What follows belongs to an exercise in optimizing a design on an open flow for a short achievable clock period and few clock cycles; a production flow would make more cautious choices. RTL that was checked went through simulation tests only; none was proved equivalent to the original. The clock port is modelled as an ideal driver, which makes a skipped or thinned clock tree look cheaper than it is; a real chip needs a root buffer or a tree. Power is estimated from default activity; no workload was simulated.

==> raven: inputs <==
Design axi_mem, start of the top module:
module axi_mem (
  input  wire        aclk,
  input  wire        arstn,
  input  wire [3:0]  arid,
  input  wire [31:0] araddr,
  input  wire [3:0]  arlen,
  input  wire [2:0]  arsize,
  input  wire        arvalid,
  output wire        arready,
  input  wire [3:0]  awid,
  input  wire [31:0] awaddr,
  input  wire [3:0]  awlen,
  input  wire [2:0]  awsize,
  input  wire        awvalid,
  output wire        awready,
  input  wire [31:0] wdata,
  input  wire [3:0]  wstrb,
  input  wire        wlast,
  input  wire        wvalid,
  output wire        wready,
  output wire [3:0]  rid,
  output wire [31:0] rdata,
  output wire [1:0]  rresp,
  output wire        rlast,
  output wire        rvalid,
  input  wire        rready,
  output wire [3:0]  bid,
  output wire [1:0]  bresp,
  output wire        bvalid,
  input  wire        bready
);
Settings: LEC_CHECK=0, CAP_MARGIN=20, CORE_MARGIN=2, CORE_UTILIZATION=55, SETUP_SLACK_MARGIN=4.0, SLEW_MARGIN=20, TNS_END_PERCENT=100; clock period 6.0 ns.
standard.sh (not shown) runs the stock make flow with config.mk's settings and CLKGATE_MAP_FILE= SYNTH_SCRIPT=/design/flow/synth_recipe.tcl, a recipe that flattens the netlist after the stock synthesis.
==> flow/flow/run.sh <==
#!/bin/bash
# Standard ORFS flow (the standard.sh) with three changes:
# - the ports get sky130_fd_sc_hd__buf_8 buffers (sized later as usual)
#   instead of the delay cells buffer_ports picks by default;
# - before CTS, flow/move_hook.tcl moves each output's flip-flop next to the
#   port's output buffer;
# - the clock tree is built by flow/cts_hook.tcl (sourced before CTS; it
#   replaces clock_tree_synthesis): 4 root buffers on the clock port, each
#   driving the leaf buffers of one quadrant.
# The make output goes to standard_flow.log; each tool's own logs stay under
# orfs/logs.
set -euo pipefail
export FLOW_CTS_LEAVES=56
export FLOW_CTS_LEAF_CELL=sky130_fd_sc_hd__clkbuf_16
export FLOW_CTS_ROOT_CELL=sky130_fd_sc_hd__clkbuf_16
export FLOW_MOVE_OUTPUTS=1
cat flow/move_hook.tcl flow/cts_hook.tcl > pre_cts.tcl
bash standard.sh finish PRE_CTS_TCL=$PWD/pre_cts.tcl \
  BUFFER_PORTS_ARGS="-buffer_cell sky130_fd_sc_hd__buf_8" > standard_flow.log 2>&1
==> flow/flow/cts_hook.tcl <==
# Clock tree built by hand: the clock port drives 4 root buffers (one per
# quadrant of the sinks), each root drives the leaf buffers of its quadrant,
# and each leaf drives a compact, equal-sized group of flip-flop clock pins.
# Every sink sits behind exactly two buffers of the same type, so the tree is
# balanced; it replaces TritonCTS, which adds a third level.
proc my_bisect {pts nleaf} {
  # pts: list of {x y iterm}; split along the longer side into groups whose
  # sizes follow the number of leaves on each side
  if {$nleaf <= 1} { return [list $pts] }
  set xs [lmap p $pts {lindex $p 0}]
  set ys [lmap p $pts {lindex $p 1}]
  set w [expr {[tcl::mathfunc::max {*}$xs] - [tcl::mathfunc::min {*}$xs]}]
  set h [expr {[tcl::mathfunc::max {*}$ys] - [tcl::mathfunc::min {*}$ys]}]
  set k [expr {$w >= $h ? 0 : 1}]
  set s [lsort -integer -index $k $pts]
  set n [llength $s]
  set n1 [expr {$nleaf / 2}]
  set n2 [expr {$nleaf - $n1}]
  set m [expr {($n * $n1) / $nleaf}]
  return [concat [my_bisect [lrange $s 0 [expr {$m - 1}]] $n1] \
                 [my_bisect [lrange $s $m end] $n2]]
}

proc my_centroid {pts} {
  set sx 0; set sy 0
  foreach p $pts { set sx [expr {$sx + [lindex $p 0]}]; set sy [expr {$sy + [lindex $p 1]}] }
  set n [llength $pts]
  return [list [expr {$sx / $n}] [expr {$sy / $n}]]
}

proc clock_tree_synthesis {args} {
  if {[info exists ::env(FLOW_MOVE_OUTPUTS)] && $::env(FLOW_MOVE_OUTPUTS)} {
    my_move_output_flops
  }
  set nroot 4
  set nleaf $::env(FLOW_CTS_LEAVES)
  set leafcell $::env(FLOW_CTS_LEAF_CELL)
  set rootcell $::env(FLOW_CTS_ROOT_CELL)
  set db [ord::get_db]
  set block [ord::get_db_block]
  set clk [$block findNet aclk]
  set lm [$db findMaster $leafcell]
  set rm [$db findMaster $rootcell]
  set pts {}
  foreach it [$clk getITerms] {
    set bb [[$it getInst] getBBox]
    lappend pts [list [expr {([$bb xMin] + [$bb xMax]) / 2}] [expr {([$bb yMin] + [$bb yMax]) / 2}] $it]
  }
  puts "my_cts: [llength $pts] sinks, $nroot roots, $nleaf leaves"
  set per_root [expr {$nleaf / $nroot}]
  set quads [my_bisect $pts $nroot]
  set li 0
  set ri 0
  foreach q $quads {
    set rnet [odb::dbNet_create $block "clknet_root_$ri"]
    $rnet setSigType CLOCK
    set leaves [my_bisect $q $per_root]
    set lpts {}
    foreach g $leaves {
      set c [my_centroid $g]
      set inst [odb::dbInst_create $block $lm "clkbuf_leaf_$li"]
      $inst setLocation [lindex $c 0] [lindex $c 1]
      $inst setPlacementStatus PLACED
      set lnet [odb::dbNet_create $block "clknet_leaf_$li"]
      $lnet setSigType CLOCK
      foreach p $g {
        set it [lindex $p 2]
        $it disconnect
        $it connect $lnet
      }
      [$inst findITerm X] connect $lnet
      [$inst findITerm A] connect $rnet
      lappend lpts [list [lindex $c 0] [lindex $c 1]]
      puts "my_cts: leaf $li root $ri sinks [llength $g] at $c"
      incr li
    }
    set c [my_centroid $lpts]
    set rinst [odb::dbInst_create $block $rm "clkbuf_root_$ri"]
    $rinst setLocation [lindex $c 0] [lindex $c 1]
    $rinst setPlacementStatus PLACED
    [$rinst findITerm X] connect $rnet
    [$rinst findITerm A] connect $clk
    puts "my_cts: root $ri at $c"
    incr ri
  }
  global_connect
  set_propagated_clock [all_clocks]
}
Other scripts of this flow, unchanged in this note and not shown: flow/flow/move_hook.tcl
==> lagoon (differences from raven) <==
--- a/flow/flow/run.sh
+++ b/flow/flow/run.sh
@@ -14,3 +14,3 @@
 export FLOW_CTS_LEAF_CELL=sky130_fd_sc_hd__clkbuf_16
-export FLOW_CTS_ROOT_CELL=sky130_fd_sc_hd__clkbuf_16
+export FLOW_CTS_ROOT_CELL=sky130_fd_sc_hd__buf_16
 export FLOW_MOVE_OUTPUTS=1
--- a/flow/config.mk
+++ b/flow/config.mk
@@ -10,2 +10,3 @@
 export CORE_UTILIZATION = 55
+export PLACE_DENSITY = 0.75
 export SETUP_SLACK_MARGIN = 4.0
==> summary.txt <==
                                                                     raven               lagoon
Vias                                                                   31078                31783
Worst r2r src                                                ra[0]$_DFFE_PP_    rsel_b[4]$_DFF_P_
Total power of the final layout                                      26.7 mW              26.7 mW
Sum of met2 wire segment lengths after detailed routing             74400 um             70300 um
Highest signal layer in the routed design                               met4                 met5
Comb pwr share                                                         33.4%                33.3%
Final worst-path setup slack                                         3.78 ns              3.82 ns
Final Util                                                             63.4%                63.3%
Total of fill cells in the finished design                              6723                 6550
Worst R2R End                                            rdata_q[15]$_DFF_P_  rdata_q[20]$_DFF_P_
Clock group total power                                              4.57 mW              4.55 mW
Status                                      no timing/DRC/antenna violations  no timing/DRC/antenna violations
Switching power                                                      9.37 mW              9.39 mW
DRT met1 WL                                                         64000 um             53000 um
Worst setup path startpoint                               bvalid_o$_DFF_PN0_   rvalid_o$_DFF_PN0_
Final critical-path required period                                  2.22 ns              2.18 ns
Global-route wire length before repair                             222000 um            212000 um
Flop2flop setup slack                                                3.90 ns              3.94 ns
Total sequential power                                               13.2 mW              13.3 mW
Power Internal                                                       17.3 mW              17.3 mW
Vias in the first global route                                         30135                30483
Area added between synthesis and finish                                14.6%                14.6%
Combined flip-flop and latch cell area                             39400 um2            39400 um2
Standard cell area after detailed placement                        55700 um2            55800 um2
Testbench counts of raven, summed over its fixed seeds: cycles 84,364.
Testbench counts of lagoon, summed over its fixed seeds: cycles 84,364.
No run of this note takes its clock network from TritonCTS; it comes from the design's own scripts or RTL.


==> trial 50 <==
axi_mem, a different RTL version from the one above (not shown whole).
Settings: LEC_CHECK=0, CAP_MARGIN=20, CORE_MARGIN=2, CORE_UTILIZATION=55, SETUP_SLACK_MARGIN=4.0, SLEW_MARGIN=20, TNS_END_PERCENT=100; clock period 6.0 ns.
==> flow/flow/run.sh <==
#!/bin/bash
# Standard ORFS flow (the standard.sh) with three changes:
# - the ports get sky130_fd_sc_hd__buf_8 buffers (sized later as usual)
#   instead of the delay cells buffer_ports picks by default;
# - before CTS, flow/move_hook.tcl moves each output's flip-flop next to the
#   port's output buffer;
# - the clock tree is built by flow/cts_hook.tcl (sourced before CTS; it
#   replaces clock_tree_synthesis): 4 root buffers on the clock port, each
#   driving the leaf buffers of one quadrant.
# The make output goes to standard_flow.log; each tool's own logs stay under
# orfs/logs.
set -euo pipefail
export FLOW_CTS_LEAVES=56
export FLOW_CTS_LEAF_CELL=sky130_fd_sc_hd__clkbuf_16
export FLOW_CTS_ROOT_CELL=sky130_fd_sc_hd__clkbuf_16
export FLOW_MOVE_OUTPUTS=1
cat flow/move_hook.tcl flow/cts_hook.tcl > pre_cts.tcl
bash standard.sh finish PRE_CTS_TCL=$PWD/pre_cts.tcl \
  BUFFER_PORTS_ARGS="-buffer_cell sky130_fd_sc_hd__buf_8" > standard_flow.log 2>&1
==> flow/flow/move_hook.tcl <==
# Move each output's flip-flop (and the gate that feeds its D pin from its
# own Q, if any) next to the port's output buffer, so that the flip-flop
# drives a short wire. Flip-flops whose Q feeds more logic stay.
proc my_move_output_flops {} {
  set block [ord::get_db_block]
  set moved 0
  foreach bt [$block getBTerms] {
    if {[$bt getIoType] ne "OUTPUT"} { continue }
    set pnet [$bt getNet]
    if {$pnet eq "NULL"} { continue }
    set ob ""
    foreach it [$pnet getITerms] { if {[$it isOutputSignal]} { set ob [$it getInst] } }
    if {$ob eq ""} { continue }
    set a [$ob findITerm A]
    if {$a eq "NULL"} { continue }
    set qnet [$a getNet]
    if {$qnet eq "NULL"} { continue }
    set ff ""
    foreach it [$qnet getITerms] { if {[$it isOutputSignal]} { set ff [$it getInst] } }
    if {$ff eq ""} { continue }
    set mname [[$ff getMaster] getName]
    if {![string match "*__df*" $mname] && ![string match "*__edf*" $mname]} { continue }
    set loads {}
    foreach it [$qnet getITerms] { if {![$it isOutputSignal]} { lappend loads [$it getInst] } }
    set d [$ff findITerm D]
    set g ""
    if {$d ne "NULL" && [$d getNet] ne "NULL"} {
      foreach it [[$d getNet] getITerms] { if {[$it isOutputSignal]} { set g [$it getInst] } }
    }
    # besides the output buffer, Q may feed one gate (the hold path of an
    # enable): that gate and the D driver move along
    set others {}
    foreach l $loads { if {$l ne $ob} { lappend others $l } }
    if {[llength $others] > 1} { puts "my_move: keep [$ff getName] ([llength $loads] loads)"; continue }
    set loc [$ob getLocation]
    $ff setLocation [lindex $loc 0] [lindex $loc 1]
    foreach o $others { $o setLocation [lindex $loc 0] [lindex $loc 1] }
    if {$g ne "" && [llength $others] == 1} { $g setLocation [lindex $loc 0] [lindex $loc 1] }
    incr moved
  }
  puts "my_move: moved $moved output flip-flops"
}
Scripts as last shown in full above: flow/flow/cts_hook.tcl
==> trial 79: changes against trial 50 <==
--- a/flow/design.v
+++ b/flow/design.v
@@ -46,13 +46,13 @@
   reg        r_start;     
   reg        rvalid_q;
   reg        rvalid_o;    
   reg        rlast_o;     
   reg [1:0]  ra;          
   reg [4:0]  rw;          
-  reg [31:0] rsel;        
+  reg [31:0] rsel_a, rsel_b;   
   reg        rhz, rho;    
   reg [2:0]  rsz;
   reg [3:0]  rcnt;        
   reg [3:0]  rid_q;
   reg [31:0] rdata_q, rdata_h;    
   reg        rerr_q, rerr_h, rlast_q;
@@ -68,40 +68,44 @@
   wire       r_err  = (rsz > 3'd2) | ~rhz | r_low;
   reg [31:0] r_word;
   integer    k;
   always @* begin
     r_word = 32'd0;
     for (k = 0; k < 32; k = k + 1)
-      r_word = r_word | (mem[32*k +: 32] & {32{rsel[k]}});
+      r_word = r_word | (mem[32*k +: 32] & {{16{rsel_b[k]}}, {16{rsel_a[k]}}});
   end
   always @(posedge aclk or negedge arstn) begin
     if (!arstn) begin
       r_busy   <= 1'b0;
       r_start  <= 1'b0;
       rvalid_q <= 1'b0;
       rvalid_o <= 1'b0;
     end else begin
       r_start  <= r_idle & arvalid;
       r_busy   <= r_idle ? arvalid : ~r_end;
-      rvalid_q <= r_start | (rvalid_o & ~r_end);
-      rvalid_o <= r_start | (rvalid_q & ~r_end);
+      rvalid_q <= r_start | (rvalid_q & ~r_end);
+      rvalid_o <= r_start | (rvalid_q & ~(rready & rlast_o));
     end
   end
+  wire [31:0] a_dec = 32'd1 << araddr[6:2];
+  wire        r_rot = r_ld & r_wc;
+  always @(posedge aclk) begin
+    rsel_a <= r_idle ? a_dec : r_rot ? {rsel_b[30:0], rsel_b[31]} : rsel_b;
+    rsel_b <= r_idle ? a_dec : r_rot ? {rsel_a[30:0], rsel_a[31]} : rsel_a;
+  end
   always @(posedge aclk) begin
     if (r_idle) begin
       ra   <= araddr[1:0];
       rw   <= araddr[6:2];
-      rsel <= 32'd1 << araddr[6:2];
       rhz  <= araddr[31:7] == 25'd0;
       rho  <= &araddr[31:7];
       rsz  <= arsize;
       rcnt <= arlen;
     end else if (r_ld) begin
       ra   <= r_off[1:0];
       rw   <= rw + {4'd0, r_wc};
-      rsel <= r_wc ? {rsel[30:0], rsel[31]} : rsel;
       rhz  <= r_hc ? rho : rhz;
       rho  <= rho & ~r_hc;
       rcnt <= rcnt - 4'd1;
     end
   end
   always @(posedge aclk) begin
@@ -223,14 +227,14 @@
       w_busy    <= 1'b0;
       bvalid_q  <= 1'b0;
       bvalid_o  <= 1'b0;
       sa_v      <= 1'b0;
     end else begin
       w_busy    <= w_idle ? awvalid : ~b_end;
-      bvalid_q  <= b_set0 | b_set1 | (bvalid_o & ~bready);
-      bvalid_o  <= b_next;
+      bvalid_q  <= b_next;
+      bvalid_o  <= b_set0 | b_set1 | (~wready_q & ~bready);
       sa_v      <= w_hs;
     end
   end
   wire       bresp_nx = b_set0 ? (b_err | ~wlast) : (sticky_now | e_bad);
   always @(posedge aclk) begin
     awready_q <= w_idle ? ~awvalid : b_end;
--- a/flow/flow/run.sh
+++ b/flow/flow/run.sh
@@ -9,11 +9,11 @@
 #   driving the leaf buffers of one quadrant.
 # The make output goes to standard_flow.log; each tool's own logs stay under
 # orfs/logs.
 set -euo pipefail
 export FLOW_CTS_LEAVES=56
 export FLOW_CTS_LEAF_CELL=sky130_fd_sc_hd__clkbuf_16
-export FLOW_CTS_ROOT_CELL=sky130_fd_sc_hd__clkbuf_16
+export FLOW_CTS_ROOT_CELL=sky130_fd_sc_hd__buf_16
 export FLOW_MOVE_OUTPUTS=1
 cat flow/move_hook.tcl flow/cts_hook.tcl > pre_cts.tcl
 bash standard.sh finish PRE_CTS_TCL=$PWD/pre_cts.tcl \
   BUFFER_PORTS_ARGS="-buffer_cell sky130_fd_sc_hd__buf_8" > standard_flow.log 2>&1
--- a/flow/flow/move_hook.tcl
+++ b/flow/flow/move_hook.tcl
@@ -1,9 +1,12 @@
-# Move each output's flip-flop (and the gate that feeds its D pin from its
-# own Q, if any) next to the port's output buffer, so that the flip-flop
-# drives a short wire. Flip-flops whose Q feeds more logic stay.
+# Move each output's flip-flop next to the port's output buffer, so that it
+# drives a short wire. The gate driving its D pin moves along, and so does
+# the one other gate its Q may feed (the hold path of a copy register) with
+# that copy register, if the copy feeds little else. Flip-flops whose Q feeds
+# more logic stay. rdata's flip-flops go the fraction FLOW_MOVE_RDATA of the
+# way (all of it if unset).
 proc my_move_output_flops {} {
   set block [ord::get_db_block]
   set moved 0
   foreach bt [$block getBTerms] {
     if {[$bt getIoType] ne "OUTPUT"} { continue }
     set pnet [$bt getNet]
@@ -29,14 +32,38 @@
     }
     # besides the output buffer, Q may feed one gate (the hold path of an
     # enable): that gate and the D driver move along
     set others {}
     foreach l $loads { if {$l ne $ob} { lappend others $l } }
     if {[llength $others] > 1} { puts "my_move: keep [$ff getName] ([llength $loads] loads)"; continue }
-    set loc [$ob getLocation]
-    $ff setLocation [lindex $loc 0] [lindex $loc 1]
-    foreach o $others { $o setLocation [lindex $loc 0] [lindex $loc 1] }
-    if {$g ne "" && [llength $others] == 1} { $g setLocation [lindex $loc 0] [lindex $loc 1] }
+    # rdata's flip-flops go only part of the way: their D side (the word
+    # select) is long as well
+    set f 1.0
+    if {[string match "rdata*" [$bt getName]] && [info exists ::env(FLOW_MOVE_RDATA)]} {
+      set f $::env(FLOW_MOVE_RDATA)
+    }
+    set ol [$ob getLocation]
+    set fl [$ff getLocation]
+    set x [expr {int([lindex $fl 0] + $f * ([lindex $ol 0] - [lindex $fl 0]))}]
+    set y [expr {int([lindex $fl 1] + $f * ([lindex $ol 1] - [lindex $fl 1]))}]
+    $ff setLocation $x $y
+    foreach o $others {
+      $o setLocation $x $y
+      # a copy register fed by that gate moves along too
+      foreach oit [$o getITerms] {
+        if {![$oit isOutputSignal] || [$oit getNet] eq "NULL"} { continue }
+        foreach lit [[$oit getNet] getITerms] {
+          set li [$lit getInst]
+          if {[$lit getMTerm] ne "NULL" && [[$lit getMTerm] getName] eq "D" && $li ne $ff} {
+            set q [$li findITerm Q]
+            if {$q ne "NULL" && [$q getNet] ne "NULL" && [llength [[$q getNet] getITerms]] <= 3} {
+              $li setLocation $x $y
+            }
+          }
+        }
+      }
+    }
+    if {$g ne "" && [llength $others] == 1} { $g setLocation $x $y }
     incr moved
   }
   puts "my_move: moved $moved output flip-flops"
 }
Settings changed: CORE_UTILIZATION 55 to 50, PLACE_DENSITY set to 0.75.
==> impl_metrics.json <==
{
  "status": "finished clean",
  "period_minus_slack_ps": 2290,
  "setup.worst_path.start": "rsel[26]$_DFFE_PP_",
  "num-multi-input-gates": 1518,
  "place_area_um2": 54700,
  "design.seq.count": 1375
}
-- figures above: trial 50

==> impl_metrics.json <==
{
  "status": "finished clean",
  "setup.worst_path.start": "rvalid_o$_DFF_PN0_",
  "num-multi-input-gates": 1617,
  "place_area_um2": 55900,
  "hold_depth": 0,
  "synth_cell_types": 62,
  "wirelength_mm": 150,
  "grt_pass1_wl_mm": 212,
  "period_minus_slack_ps": 2190,
  "seq_share_pct": 66.4,
  "avgSynthCellArea_um2": 15.8,
  "nFillCells": 7451,
  "final_common_cell": "edfxtp_1"
}
-- figures above: trial 79

Testbench counts of trial 79, summed over its fixed seeds: cycles 84,364.
The RTL of trial 50 was laid out without a check of its function. No run of this note takes its clock network from TritonCTS; it comes from the design's own scripts or RTL.

[what the ideal ports hide]
No port has a modelled driver above. Below, the same layouts with a new extraction and two added sets of constraints.
Step 1 assumes that a clkbuf_16 drives the clock port and a buf_2 every other input.
Step 2 times the ports against the registers' clock, not the clock port: input delays grow and output delays shrink by t, the midpoint of the rising clock arrivals with the driver on.
Slacks: ideal / step 1 / step 2; pairs: ideal / step 1.
run	shift t [ns]	setup slack, ns	slew at the worst register clock pin (ns)	cell pins on the clock port's net
raven	0.637	3.781 / 3.624 / 3.345	0.11 / 0.11	4
lagoon	0.619	3.819 / 3.651 / 3.427	0.10 / 0.10	4
trial 50	0.637	3.706 / 3.582 / 3.411	0.10 / 0.10	4
trial 79	0.625	3.806 / 3.629 / 3.443	0.11 / 0.11	4
After both steps every run listed still meets setup and hold. The setup slack of raven, which loses most, moves by -0.157 ns with the drivers and by -0.436 ns with both steps.
